What follows belongs to an exercise in optimizing a design on an open flow for small area; a production flow would make more cautious choices.
Only simulation tests tie the RTL to the original design; equivalence was not proved.

==> build 38 <==
==> flow/design.v <==
package cube_pkg;
  localparam int N_SIDE     = 8;
  localparam int N_CELLS    = 512;
  localparam int LAYER_BITS = 64;
  typedef enum logic [1:0] {
    ST_START = 2'd0,
    ST_SHIFT = 2'd1,
    ST_LATCH = 2'd2,
    ST_HOLD  = 2'd3
  } disp_state_t;
  function automatic int idx(input int x,
                          input int y,
                          input int z);
    idx = z * 64 + y * 8 + x;
  endfunction
  function automatic int cnt_width(input int a, input int b);
    cnt_width = (((a > b) ? a : b) < 2) ? 1 : $clog2((a > b) ? a : b);
  endfunction
endpackage
module aoi3 (
  input  logic [2:0] d,
  input  logic [2:0] s,
  output logic       y_n
);
  assign y_n = ~|(d & s);
endmodule
module sel8 (
  input  logic [7:0] d,
  input  logic [7:0] s,
  output logic       y
);
  logic [1:0] p_n;
  aoi3 u_a (.d(d[2:0]), .s(s[2:0]), .y_n(p_n[0]));
  aoi3 u_b (.d(d[5:3]), .s(s[5:3]), .y_n(p_n[1]));
  assign y = ~(p_n[0] & p_n[1] & ~(d[6] & s[6]) & ~(d[7] & s[7]));
endmodule
module layer_serializer (
  input  logic [511:0] frame,
  input  logic [2:0]   lo,
  input  logic [2:0]   hi,
  input  logic [2:0]   z,
  output logic         bit_o
);
  logic [7:0]  s1, s2, s3;
  logic [63:0] l1;
  logic [7:0]  l2;
  always_comb begin
    for (int i = 0; i < 8; i++) begin
      s1[i] = (lo == 3'(i));
      s2[i] = (hi == 3'(i));
      s3[i] = (z  == 3'(i));
    end
  end
  for (genvar g = 0; g < 64; g++) begin : g_l1
    sel8 u_sel (.d(frame[g*8 +: 8]), .s(s1), .y(l1[g]));
  end
  for (genvar h = 0; h < 8; h++) begin : g_l2
    sel8 u_sel (.d(l1[h*8 +: 8]), .s(s2), .y(l2[h]));
  end
  sel8 u_l3 (.d(l2), .s(s3), .y(bit_o));
endmodule
import cube_pkg::*;
module cube_display_driver
#(
  parameter int CLK_DIV    = 2,
  parameter int LAYER_HOLD = 64
) (
  input  logic                  Clk,
  input  logic                  Reset,
  input  logic [N_CELLS-1:0]    Cells,
  input  logic                  Cells_valid,
  output logic                  Frame_taken,
  output logic                  SR_data,
  output logic                  SR_clk,
  output logic                  SR_latch,
  output logic [N_SIDE-1:0]     Layer_en,
  output logic                  Frame_done
);
  logic [8:0]         pos;
  logic [2:0]         z;
  logic               shown;       
  logic [N_CELLS-1:0] frame_buf;
  logic [N_CELLS-1:0] cells_ord;
  logic [8:0]         pos_inc;
  logic               sr_data_q;   
  logic               sr_data_nx;
  logic start, shift, latch, hold, last, capture, hold_n, dat;
  assign start   = pos[8] & pos[7];
  assign shift   = ~pos[8];
  assign latch   = pos[8] & ~pos[7] & ~pos[6] & (pos[5:0] == 6'd0);
  assign hold    = pos[8] & ~pos[7] & ~latch;
  assign last    = pos[8] & ~pos[7] & pos[6];
  assign capture = start & (z == 3'd0) & Cells_valid & ~Reset;
  assign hold_n  = ~(pos[8] & pos[6] & pos[5] & (z == 3'd0) & Cells_valid & ~Reset);
  assign pos_inc = pos + 9'd1;
  assign sr_data_nx = (shown | capture) & ~pos_inc[8] &
                      (capture ? Cells[LAYER_BITS-1] : (dat ^ ~pos[0]));
  always_ff @(posedge Clk or posedge Reset) begin
    if (Reset) begin
      pos       <= '1;
      z         <= 3'd0;
      shown     <= 1'b0;
      sr_data_q <= 1'b0;
    end else begin
      pos       <= last ? 9'h1ff : pos_inc;
      sr_data_q <= sr_data_nx;
      if (last) begin
        z <= z + 3'd1;
      end
      if (capture) begin
        shown <= 1'b1;
      end
    end
  end
  always_comb begin
    for (int l = 0; l < N_SIDE; l++) begin
      for (int j = 0; j < LAYER_BITS; j++) begin
        cells_ord[l*LAYER_BITS + j] = Cells[l*LAYER_BITS + LAYER_BITS - 1 - j];
      end
    end
  end
  always_ff @(posedge Clk) begin
    frame_buf <= ~((cells_ord | {N_CELLS{hold_n}}) & (frame_buf | {N_CELLS{capture}}));
  end
  layer_serializer u_ser (
    .frame (frame_buf),
    .lo    (pos_inc[4:2]),
    .hi    (pos_inc[7:5]),
    .z     (z),
    .bit_o (dat)
  );
  assign Frame_taken = capture;
  assign SR_data     = sr_data_q;
  assign SR_clk      = shift & pos[1];
  assign SR_latch    = latch;
  assign Frame_done  = last & (z == 3'd7);
  always_comb begin
    Layer_en = '0;
    Layer_en[z] = hold;
  end
endmodule
==> flow/flow/run.sh <==
#!/bin/bash
# Standard ORFS layout, with the port buffers made from the smallest buffer
# cell instead of the one buffer_ports picks by itself.
set -euo pipefail
export BUFFER_PORTS_ARGS="-buffer_cell sky130_fd_sc_hd__buf_1"
bash standard.sh finish > flow_make.log 2>&1
==> flow/standard.sh <==
#!/bin/bash
# synth_recipe.tcl (not shown) runs the flow's synth.tcl, then flattens the netlist and writes it again
# the make line also repeats each setting of config.mk as NAME=value (left out here)
make -C /OpenROAD-flow-scripts/flow DESIGN_CONFIG=/design/flow/config.mk WORK_HOME=/design/flow/orfs CLKGATE_MAP_FILE= SYNTH_SCRIPT=/design/flow/synth_recipe.tcl "${@:-finish}"
==> flow/config.mk <==
export PLATFORM = sky130hd
export DESIGN_NAME = cube_display_driver
export DESIGN_NICKNAME = cube_display_driver
export VERILOG_FILES = /design/flow/design.v
export SDC_FILE = /design/flow/constraint.sdc
export NUM_CORES = 4
export LEC_CHECK = 0
export CAP_MARGIN = 20
export CORE_MARGIN = 2
export CORE_UTILIZATION = 40
export SLEW_MARGIN = 20
export SYNTH_HIERARCHICAL = 1
==> flow/constraint.sdc <==
create_clock -name core_clock -period 5.0 [get_ports {Clk}]
set_input_delay 1.0000 -clock core_clock [delete_from_list [all_inputs] [get_ports {Clk}]]
set_output_delay 1.0000 -clock core_clock [all_outputs]
set_load 0.01 [all_outputs]
==> build 35 (differences from build 38) <==
--- a/flow/design.v
+++ b/flow/design.v
@@ -18,21 +18,4 @@
   endfunction
 endpackage
-module aoi3 (
-  input  logic [2:0] d,
-  input  logic [2:0] s,
-  output logic       y_n
-);
-  assign y_n = ~|(d & s);
-endmodule
-module sel8 (
-  input  logic [7:0] d,
-  input  logic [7:0] s,
-  output logic       y
-);
-  logic [1:0] p_n;
-  aoi3 u_a (.d(d[2:0]), .s(s[2:0]), .y_n(p_n[0]));
-  aoi3 u_b (.d(d[5:3]), .s(s[5:3]), .y_n(p_n[1]));
-  assign y = ~(p_n[0] & p_n[1] & ~(d[6] & s[6]) & ~(d[7] & s[7]));
-endmodule
 module layer_serializer (
   input  logic [511:0] frame,
@@ -46,17 +29,15 @@
   logic [7:0]  l2;
   always_comb begin
-    for (int i = 0; i < 8; i++) begin
-      s1[i] = (lo == 3'(i));
-      s2[i] = (hi == 3'(i));
-      s3[i] = (z  == 3'(i));
+    s1 = '0; s1[lo] = 1'b1;
+    s2 = '0; s2[hi] = 1'b1;
+    s3 = '0; s3[z]  = 1'b1;
+    for (int g = 0; g < 64; g++) begin
+      l1[g] = |(frame[g*8 +: 8] & s1);
     end
+    for (int h = 0; h < 8; h++) begin
+      l2[h] = |(l1[h*8 +: 8] & s2);
+    end
+    bit_o = |(l2 & s3);
   end
-  for (genvar g = 0; g < 64; g++) begin : g_l1
-    sel8 u_sel (.d(frame[g*8 +: 8]), .s(s1), .y(l1[g]));
-  end
-  for (genvar h = 0; h < 8; h++) begin : g_l2
-    sel8 u_sel (.d(l1[h*8 +: 8]), .s(s2), .y(l2[h]));
-  end
-  sel8 u_l3 (.d(l2), .s(s3), .y(bit_o));
 endmodule
 import cube_pkg::*;
@@ -82,7 +63,4 @@
   logic [N_CELLS-1:0] frame_buf;
   logic [N_CELLS-1:0] cells_ord;
-  logic [8:0]         pos_inc;
-  logic               sr_data_q;   
-  logic               sr_data_nx;
   logic start, shift, latch, hold, last, capture, hold_n, dat;
   assign start   = pos[8] & pos[7];
@@ -93,16 +71,11 @@
   assign capture = start & (z == 3'd0) & Cells_valid & ~Reset;
   assign hold_n  = ~(pos[8] & pos[6] & pos[5] & (z == 3'd0) & Cells_valid & ~Reset);
-  assign pos_inc = pos + 9'd1;
-  assign sr_data_nx = (shown | capture) & ~pos_inc[8] &
-                      (capture ? Cells[LAYER_BITS-1] : (dat ^ ~pos[0]));
   always_ff @(posedge Clk or posedge Reset) begin
     if (Reset) begin
-      pos       <= '1;
-      z         <= 3'd0;
-      shown     <= 1'b0;
-      sr_data_q <= 1'b0;
+      pos   <= '1;
+      z     <= 3'd0;
+      shown <= 1'b0;
     end else begin
-      pos       <= last ? 9'h1ff : pos_inc;
-      sr_data_q <= sr_data_nx;
+      pos <= last ? 9'h1ff : pos + 9'd1;
       if (last) begin
         z <= z + 3'd1;
@@ -125,11 +98,11 @@
   layer_serializer u_ser (
     .frame (frame_buf),
-    .lo    (pos_inc[4:2]),
-    .hi    (pos_inc[7:5]),
+    .lo    (pos[4:2]),
+    .hi    (pos[7:5]),
     .z     (z),
     .bit_o (dat)
   );
   assign Frame_taken = capture;
-  assign SR_data     = sr_data_q;
+  assign SR_data     = shown & shift & (dat ^ ~pos[0]);
   assign SR_clk      = shift & pos[1];
   assign SR_latch    = latch;
- SYNTH_HIERARCHICAL: 1 -> unset
==> build 89 (differences from build 38) <==
--- a/flow/design.v
+++ b/flow/design.v
@@ -18,4 +18,13 @@
   endfunction
 endpackage
+module frame_cell (
+  input  logic c,
+  input  logic take,
+  input  logic keep,
+  input  logic q,
+  output logic d
+);
+  assign d = ~((c | keep) & (q | take));
+endmodule
 module aoi3 (
   input  logic [2:0] d,
@@ -85,4 +94,5 @@
   logic               sr_data_q;   
   logic               sr_data_nx;
+  logic               sr_load;
   logic start, shift, latch, hold, last, capture, hold_n, dat;
   assign start   = pos[8] & pos[7];
@@ -94,6 +104,7 @@
   assign hold_n  = ~(pos[8] & pos[6] & pos[5] & (z == 3'd0) & Cells_valid & ~Reset);
   assign pos_inc = pos + 9'd1;
+  assign sr_load    = &pos[1:0];
   assign sr_data_nx = (shown | capture) & ~pos_inc[8] &
-                      (capture ? Cells[LAYER_BITS-1] : (dat ^ ~pos[0]));
+                      (capture ? Cells[LAYER_BITS-1] : dat);
   always_ff @(posedge Clk or posedge Reset) begin
     if (Reset) begin
@@ -104,5 +115,7 @@
     end else begin
       pos       <= last ? 9'h1ff : pos_inc;
-      sr_data_q <= sr_data_nx;
+      if (sr_load) begin
+        sr_data_q <= sr_data_nx;
+      end
       if (last) begin
         z <= z + 3'd1;
@@ -115,16 +128,27 @@
   always_comb begin
     for (int l = 0; l < N_SIDE; l++) begin
-      for (int j = 0; j < LAYER_BITS; j++) begin
-        cells_ord[l*LAYER_BITS + j] = Cells[l*LAYER_BITS + LAYER_BITS - 1 - j];
+      for (int k = 0; k < LAYER_BITS; k++) begin
+        cells_ord[l*LAYER_BITS + k] =
+          Cells[l*LAYER_BITS + LAYER_BITS - 1 - ((k + 1) % LAYER_BITS)];
       end
     end
   end
+  logic [N_CELLS-1:0] frame_nx;
+  for (genvar i = 0; i < N_CELLS; i++) begin : g_cell
+    frame_cell u_cell (
+      .c      (cells_ord[i]),
+      .take   (capture),
+      .keep   (hold_n),
+      .q      (frame_buf[i]),
+      .d      (frame_nx[i])
+    );
+  end
   always_ff @(posedge Clk) begin
-    frame_buf <= ~((cells_ord | {N_CELLS{hold_n}}) & (frame_buf | {N_CELLS{capture}}));
+    frame_buf <= frame_nx;
   end
   layer_serializer u_ser (
     .frame (frame_buf),
-    .lo    (pos_inc[4:2]),
-    .hi    (pos_inc[7:5]),
+    .lo    (pos[4:2]),
+    .hi    (pos[7:5]),
     .z     (z),
     .bit_o (dat)
==> flow/flow/run.sh (replaced) <==
#!/bin/bash
# Standard ORFS layout, with the port buffers made from the smallest buffer
# cell instead of the one buffer_ports picks by itself, and a clock tree
# without dummy balancing loads.
set -euo pipefail
export BUFFER_PORTS_ARGS="-buffer_cell sky130_fd_sc_hd__buf_1"
export CTS_ARGS="-sink_clustering_enable -repair_clock_nets -sink_clustering_size 20 -sink_clustering_max_diameter 60 -buf_list sky130_fd_sc_hd__clkbuf_8 -dont_use_dummy_load"
bash standard.sh finish > flow_make.log 2>&1
- CORE_UTILIZATION: 40 -> 70
- CTS_BUF_LIST: unset -> sky130_fd_sc_hd__clkbuf_8
- CTS_CLUSTER_DIAMETER: unset -> 60
- CTS_CLUSTER_SIZE: unset -> 20
==> impl_metrics.ini <==
[status]
violatedChecks = setup timing
status = complete, but fails checks

[placed_design]
place_area_sq_um = 21260

[sta]
setup_slack_ns = -0.002899
setup_viol = 1
clock_skew_ns = 0.03101

[grt]
grt_antenna_before_repair = 17

[worst_setup_path]
worstPathArrival_ns = 4.00
crit_fanout = 28
Source of the figures above: build 35

==> impl_metrics.ini <==
[layout]
multi_input_area_share_pct = 29.94

[sta]
setup_viol = 0
setup_slack_ns = 0.2862
clock_skew_ns = 0.02869

[worst_setup_path]
required_ns = 5.48
path_cells = ha_1 > xor2_1 > nor3b_4 > buf_4 > a222oi_1 > nand3_1 > a222oi_1 > nand3_1 > a222oi_1 > nand3_1 > xor2_1 > a211o_1 > a211oi_1
worstPathArrival_ns = 5.19
crit_fanout = 43
crit_type = reg2reg

[grt]
grt_max_degree = 197
grt_antenna_before_repair = 22

[status]
status = no timing/DRC/antenna violations

[yosys]
yosys_warnings = 8

[placed_design]
place_area_sq_um = 20290
Source of the figures above: build 38

==> impl_metrics.ini <==
[layout]
clockNetworkAreaShare_pct = 2.064

[die]
core_sq_um = 23540
io_pins = 528

[grt]
grt_max_degree = 287
grt_use_met3_pct = 11.07

[sta]
setup_viol = 0
clock_skew_ns = 0.02961
rsz0062_at_grt = false

[yosys]
synth-seq-cells = 526

[worst_setup_path]
worstPathArrival_ns = 4.19
cp_top_family = compound AO/OA/AOI/OAI gates
crit_fanout = 37

[status]
status = no timing/DRC/antenna violations

[placed_design]
portBuffers = 527

[power_and_ir_drop]
leakagePower_nw = 7.159
Source of the figures above: build 89

-- port drivers added, routing unchanged --
In the flow no input, the clock included, has a driving cell. The finished layouts below were timed again as built, in two steps. Step 1 assumes that a clkbuf_16 drives the clock port and a buf_2 every other input. Step 2 also shifts input and output timing later by t, the mid clock arrival at the registers, as if the neighbouring blocks saw the same clock. a / b / c = no drivers / after step 1 / after step 2; a / b = the first two.
run	shift t [ns]	setup WS [ns]	hold slack, ns	latest minus earliest clock arrival (ns)	worst data-port slew with drivers (ns)
build 38	0.645	0.286 / 0.286 / 0.286	0.452 / 0.452 / 0.452	0.029 / 0.029	0.11
build 35	0.659	-0.003 / -0.060 / 0.599	0.434 / 0.403 / 0.448	0.032 / 0.032	0.14
build 89	0.667	1.313 / 1.288 / 1.313	0.378 / 0.390 / 0.445	0.030 / 0.030	0.14
